From an optimization exercise on the open Yosys and OpenROAD flow, aimed at small area, a short achievable clock period and few clock cycles per item; shortcuts taken in it are not production practice.
Where RTL was checked, it was by simulation tests only, not by an equivalence proof against the original.
Power and IR drop assume default switching activity.

==> flow/design.v (excerpt) <==
module poly_cv_gate_to_note_events (
   input  logic                  clock,
   input  logic                  reset,
   input  logic                  req_tvalid,
   output logic                  req_tready,
   input  logic [REQ_DATA_W-1:0] req_tdata,
   input  logic [0:0]            req_tuser,    
   output logic                  rsp_tvalid,
   input  logic                  rsp_tready,
   output logic [RSP_DATA_W-1:0] rsp_tdata,
   output logic [1:0]            rsp_tuser,    
   output logic                  rsp_tlast,
   input  logic                  csr_psel,
   input  logic                  csr_penable,
   input  logic                  csr_pwrite,
   input  logic [CSR_ADDR_W-1:0] csr_paddr,
   input  logic [CSR_DATA_W-1:0] csr_pwdata,
   output logic [CSR_DATA_W-1:0] csr_prdata,
   output logic                  csr_pready
);
Size in the first run: about 2,900 cells after synthesis.
clock: 10.0 ns
lec_check: 0
cap_margin: 20
core_margin: 2
core_utilization: 40
cts_cluster_diameter: 100
cts_cluster_size: 25
setup_slack_margin: 5
slew_margin: 20
run.sh (not shown) runs the stock make flow with config.mk's settings and CLKGATE_MAP_FILE= SYNTH_SCRIPT=/design/flow/synth_recipe.tcl, a recipe that flattens the netlist after the stock synthesis.
The starting point passed the timing, DRC and antenna checks.
Testbench counts at the start, summed over its fixed seeds: cycles 34,101, items 32,000.
Edit:
==> flow/flow/run.sh (new file) <==
#!/bin/bash
# Layout flow: the standard layout (standard.sh, with its synthesis
# unchanged), run with timing repair aimed below the clock period, small
# plain buffers on the ports (resized by repair where timing needs it) and
# larger clock-tree sink clusters. Each tool's output goes to a log file here.
set -euo pipefail
export SETUP_SLACK_MARGIN=5.90
export BUFFER_PORTS_ARGS="-buffer_cell sky130_fd_sc_hd__buf_1"
export CTS_CLUSTER_SIZE=25
export CTS_CLUSTER_DIAMETER=100
bash standard.sh > standard_flow.log 2>&1
==> flow/standard.sh (new file) <==
#!/bin/bash
# synth_recipe.tcl (not shown) runs the flow's synth.tcl, then flattens the netlist and writes it again
# the make line also repeats each setting of config.mk as NAME=value (left out here)
make -C /OpenROAD-flow-scripts/flow DESIGN_CONFIG=/design/flow/config.mk WORK_HOME=/design/flow/orfs CLKGATE_MAP_FILE= SYNTH_SCRIPT=/design/flow/synth_recipe.tcl "${@:-finish}"
--- a/flow/config.mk
+++ b/flow/config.mk
@@ -10,5 +10,2 @@
 export CORE_UTILIZATION = 40
-export CTS_CLUSTER_DIAMETER = 100
-export CTS_CLUSTER_SIZE = 25
-export SETUP_SLACK_MARGIN = 5
 export SLEW_MARGIN = 20
removed: flow/run.sh
Synthesized cell count does not change; worst hold slack gets worse by 0.0066 ns; die area does not change; cell area fell by 2.8%; setup slack gains 0.86 ns; clock power stays flat; sequential cell count is unchanged; non-clock buffer count rises by 8; wire length falls by 3.2%.


Starting RTL as in the previous note.
Settings: LEC_CHECK=0, CAP_MARGIN=20, CORE_MARGIN=2, CORE_UTILIZATION=40, SLEW_MARGIN=20; clock period 10.0 ns.
standard.sh (not shown) runs the stock make flow with config.mk's settings and CLKGATE_MAP_FILE= SYNTH_SCRIPT=/design/flow/synth_recipe.tcl, a recipe that flattens the netlist after the stock synthesis.
==> flow/flow/run.sh <==
#!/bin/bash
# Layout flow: the standard layout (standard.sh, with its synthesis
# unchanged), run with timing repair aimed below the clock period, small
# plain buffers on the ports (resized by repair where timing needs it) and
# larger clock-tree sink clusters. Each tool's output goes to a log file here.
set -euo pipefail
export SETUP_SLACK_MARGIN=5.7
export BUFFER_PORTS_ARGS="-buffer_cell sky130_fd_sc_hd__buf_1"
export CTS_CLUSTER_SIZE=25
export CTS_CLUSTER_DIAMETER=100
bash standard.sh > standard_flow.log 2>&1
The starting point finished with timing, DRC and antenna clean.
Testbench counts at the start, summed over its fixed seeds: cycles 34,101, items 32,000.
Then changed:
--- a/flow/flow/run.sh
+++ b/flow/flow/run.sh
@@ -6,3 +6,3 @@
 set -euo pipefail
-export SETUP_SLACK_MARGIN=5.7
+export SETUP_SLACK_MARGIN=6.45
 export BUFFER_PORTS_ARGS="-buffer_cell sky130_fd_sc_hd__buf_1"
Effect: Combinational power climbs by 18%. Final area climbs by 4.9%. Non-clock buffer count climbs by 81. Clock skew climbs by 0.011 ns. Sequential share of layout area drops by 2.7 points. Total power climbs by 4.0%. Routed wire length climbs by 6.3%. Final cell count climbs by 3.0%. Sequential cell count does not change. Setup slack improved by 0.31 ns. Global-route usage climbs by 0.97 points.
Then changed:
--- a/flow/flow/run.sh
+++ b/flow/flow/run.sh
@@ -6,3 +6,3 @@
 set -euo pipefail
-export SETUP_SLACK_MARGIN=6.45
+export SETUP_SLACK_MARGIN=6
 export BUFFER_PORTS_ARGS="-buffer_cell sky130_fd_sc_hd__buf_1"
- GPL_ROUTABILITY_DRIVEN: unset -> 0
- hold slack stays flat
- power goes down by about 3.7%
- wire length goes down by about 4%
- die area does not change
- worst setup slack degrades by 0.090 ns
- critical path depth is unchanged
- sequential power is about the same
- count of clock-buffer cells in the layout goes up by 4
Then changed:
- CORE_UTILIZATION: 40 -> 55
- GPL_ROUTABILITY_DRIVEN: 0 -> unset
Effect: The changed run passed the timing, DRC and antenna checks; area after synthesis stays the same; clock power increases by about 2%; critical path depth does not change; cell area decreases by 0.48%; final cell count decreases by 7.1%.
Then changed:
- CORE_UTILIZATION: 55 -> 40
Global-route usage came out lower by 7.4 points.
Clock-buffer cell count stays the same.
Hold slack is worse by 0.0042 ns.
Design area is about the same.
Power shrinks by about 0.8%.
Combinational power hardly moves.
First-iteration DRC count is lower by about 4.5%.
Non-clock buffer count is lower by 11.
Core utilization is lower by 17 points.
Synthesized cell count does not change.
Setup slack got worse by 0.030 ns.
Then changed:
--- a/flow/flow/run.sh
+++ b/flow/flow/run.sh
@@ -6,3 +6,3 @@
 set -euo pipefail
-export SETUP_SLACK_MARGIN=6
+export SETUP_SLACK_MARGIN=6.30
 export BUFFER_PORTS_ARGS="-buffer_cell sky130_fd_sc_hd__buf_1"
The new run completed without violations.
Sequential power barely changes.
Global-route usage came out higher by 0.61 points.
Cell area came out higher by 3.5%.
Count of clock-buffer cells in the layout came out lower by 8.
Total power came out higher by 3.3%.


poly_cv_gate_to_note_events, a different RTL version from the one above (not shown whole).
Size: about 3200 cells after synthesis, about 230 I/O pins.
clock: 10.0 ns
lec_check: 0
cap_margin: 20
core_margin: 2
core_utilization: 40
slew_margin: 20
==> flow/flow/run.sh <==
#!/bin/bash
# Layout flow: the standard layout (standard.sh, with its synthesis
# unchanged), run with timing repair aimed below the clock period, small
# plain buffers on the ports (resized by repair where timing needs it) and
# larger clock-tree sink clusters. Each tool's output goes to a log file here.
set -euo pipefail
export SETUP_SLACK_MARGIN=6
export BUFFER_PORTS_ARGS="-buffer_cell sky130_fd_sc_hd__buf_1"
export CTS_CLUSTER_SIZE=25
export CTS_CLUSTER_DIAMETER=100
bash standard.sh > standard_flow.log 2>&1
Next try:
--- a/flow/flow/run.sh
+++ b/flow/flow/run.sh
@@ -7,3 +7,3 @@
 export SETUP_SLACK_MARGIN=6
-export BUFFER_PORTS_ARGS="-buffer_cell sky130_fd_sc_hd__buf_1"
+export BUFFER_PORTS_ARGS="-buffer_cell sky130_fd_sc_hd__buf_2"
 export CTS_CLUSTER_SIZE=25
Flip-flop and latch count does not change. Setup slack is worse by 0.026 ns. Total power hardly moves. Wire length rose by 0.36%.
No run of this note included a check of the RTL's function; only the layout flow was run.


Setup of MS:
poly_cv_gate_to_note_events, a different RTL version from the one above (not shown whole).
For scale: ~830 flip-flops, roughly 230 I/O pins.
==> flow/config.mk <==
export PLATFORM = sky130hd
export DESIGN_NAME = poly_cv_gate_to_note_events
export DESIGN_NICKNAME = poly_cv_gate_to_note_events
export VERILOG_FILES = /design/flow/design.v
export SDC_FILE = /design/flow/constraint.sdc
export NUM_CORES = 4
export LEC_CHECK = 0
export CAP_MARGIN = 20
export CORE_MARGIN = 2
export CORE_UTILIZATION = 40
export SLEW_MARGIN = 20
==> flow/constraint.sdc <==
create_clock -name core_clock -period 10.0 [get_ports {clock}]
set_input_delay 2.0000 -clock core_clock [delete_from_list [all_inputs] [get_ports {clock}]]
set_output_delay 2.0000 -clock core_clock [all_outputs]
set_load 0.01 [all_outputs]
==> flow/flow/run.sh <==
#!/bin/bash
# Layout flow: the standard layout (standard.sh, with its synthesis
# unchanged), run with timing repair aimed below the clock period, small
# plain buffers on the ports (resized by repair where timing needs it) and
# larger clock-tree sink clusters. Each tool's output goes to a log file here.
set -euo pipefail
export SETUP_SLACK_MARGIN=6
export BUFFER_PORTS_ARGS="-buffer_cell sky130_fd_sc_hd__buf_1"
bash standard.sh > standard_flow.log 2>&1
MS ran to completion and came out clean on the timing, DRC and antenna checks.
--- input diff MS..AL ---
--- a/flow/flow/run.sh
+++ b/flow/flow/run.sh
@@ -8,2 +8,4 @@
 export BUFFER_PORTS_ARGS="-buffer_cell sky130_fd_sc_hd__buf_1"
+export CTS_CLUSTER_SIZE=25
+export CTS_CLUSTER_DIAMETER=100
 bash standard.sh > standard_flow.log 2>&1
Results
AL ended with less count of multi-input combinational gates than MS. Changes observed in AL relative to MS: overall routing resource usage climbed 0.17 points; sequential share of layout area climbed 2.2 points; worst hold slack climbed 0.0038 ns; share of the final layout cell area in multi-input gates climbed 1.0 points.
Function was not checked in any run of this note: the RTL went through the layout flow alone.


## rev 12
poly_cv_gate_to_note_events, a different RTL version from the one above (not shown whole).
Size: about 3000 cells after synthesis, ~230 I/O pins.
==> flow/config.mk <==
export PLATFORM = sky130hd
export DESIGN_NAME = poly_cv_gate_to_note_events
export DESIGN_NICKNAME = poly_cv_gate_to_note_events
export VERILOG_FILES = /design/flow/design.v
export SDC_FILE = /design/flow/constraint.sdc
export NUM_CORES = 4
export LEC_CHECK = 0
export CAP_MARGIN = 20
export CORE_MARGIN = 2
export CORE_UTILIZATION = 40
export SLEW_MARGIN = 20
==> flow/constraint.sdc <==
create_clock -name core_clock -period 10.0 [get_ports {clock}]
set_input_delay 2.0000 -clock core_clock [delete_from_list [all_inputs] [get_ports {clock}]]
set_output_delay 2.0000 -clock core_clock [all_outputs]
set_load 0.01 [all_outputs]
==> flow/flow/run.sh <==
#!/bin/bash
# Layout flow: the standard layout (standard.sh, with its synthesis
# unchanged), run with timing repair aimed below the clock period, small
# plain buffers on the ports (resized by repair where timing needs it) and
# larger clock-tree sink clusters. Each tool's output goes to a log file here.
set -euo pipefail
export SETUP_SLACK_MARGIN=6
export BUFFER_PORTS_ARGS="-buffer_cell sky130_fd_sc_hd__buf_1"
export CTS_CLUSTER_SIZE=25
export CTS_CLUSTER_DIAMETER=100
bash standard.sh > standard_flow.log 2>&1
Testbench counts of rev 12, summed over its fixed seeds: cycles 34,101, items 32,000.
[inputs] rev 13 vs rev 12
--- a/flow/flow/run.sh
+++ b/flow/flow/run.sh
@@ -5,5 +5,5 @@
 # larger clock-tree sink clusters. Each tool's output goes to a log file here.
 set -euo pipefail
-export SETUP_SLACK_MARGIN=6
+export SETUP_SLACK_MARGIN=6.3
 export BUFFER_PORTS_ARGS="-buffer_cell sky130_fd_sc_hd__buf_1"
 export CTS_CLUSTER_SIZE=25
==> run notes <==
- Rev 13: all stages complete, timing, DRC and antenna checks passed
- Critical path depth ended up 1 higher on rev 13 than on rev 12.
- Compared with rev 12, rev 13 shows a lower proportion of cell area occupied by registers.
- [rev 13 vs rev 12] area added between synthesis and finish: higher in rev 13
- Count of buffering cells on the critical path with inverters included, rev 13 and rev 12: smaller value in rev 12

[afterwards: timing with drivers on the ports]
Ports are ideal in the flow. The routed layouts listed here were re-timed in OpenROAD.
Step 1 (the two cells are an assumption about what drives the block):
set clk [get_ports {clock}]
set_driving_cell -lib_cell sky130_fd_sc_hd__clkbuf_16 $clk
set_driving_cell -lib_cell sky130_fd_sc_hd__buf_2 [delete_from_list [all_inputs] $clk]
Step 2 adds t to the input delays and takes it off the output delays; t is the mean of the earliest and latest rising clock arrival at the registers after step 1. Input paths then give back, and output paths get back, about the clock's delay inside the block.
Three values: ideal ports, drivers, drivers and shift; two values: the first two.
| run | t, ns | setup WS [ns] | worst setup path after step 2 | clock arrival spread, ns | worst data-port slew with drivers (ns) |
|---|---|---|---|---|---|
| the first run of note 1 | 0.677 | 5.128 / 5.169 / 4.491 | input to register | 0.027 / 0.027 | 0.07 |
| the second run of note 1 | 0.682 | 5.987 / 6.028 / 5.346 | input to register | 0.031 / 0.031 | 0.07 |
| the first run of note 2 | 0.693 | 5.816 / 5.861 / 5.168 | input to register | 0.025 / 0.025 | 0.07 |
| the second run of note 2 | 0.676 | 6.125 / 6.132 / 5.455 | input to register | 0.049 / 0.049 | 0.09 |
| the third run of note 2 | 0.683 | 6.034 / 6.036 / 5.352 | input to register | 0.032 / 0.031 | 0.08 |
| the fourth run of note 2 | 0.691 | 6.011 / 6.012 / 5.321 | input to register | 0.033 / 0.032 | 0.07 |
| the fifth run of note 2 | 0.696 | 5.982 / 5.994 / 5.299 | input to register | 0.025 / 0.025 | 0.08 |
| the sixth run of note 2 | 0.700 | 6.206 / 6.209 / 5.509 | input to register | 0.021 / 0.021 | 0.07 |
| the first run of note 3 | 0.678 | 6.069 / 6.069 / 5.528 | input to register | 0.029 / 0.028 | 0.09 |
| the second run of note 3 | 0.711 | 6.043 / 6.043 / 5.586 | input to register | 0.050 / 0.050 | 0.09 |
| MS | 0.726 | 5.861 / 5.861 / 5.407 | input to register | 0.042 / 0.042 | 0.07 |
| AL | 0.664 | 5.935 / 5.935 / 5.443 | input to register | 0.030 / 0.030 | 0.08 |
| rev 12 | 0.685 | 5.880 / 5.880 / 5.528 | input to register | 0.041 / 0.041 | 0.11 |
| rev 13 | 0.695 | 6.025 / 6.025 / 5.694 | input to register | 0.035 / 0.034 | 0.08 |
After both steps every run listed still meets setup and hold. The setup slack of the sixth run of note 2, which loses most, moves by +0.003 ns with the drivers and by -0.697 ns with both steps.
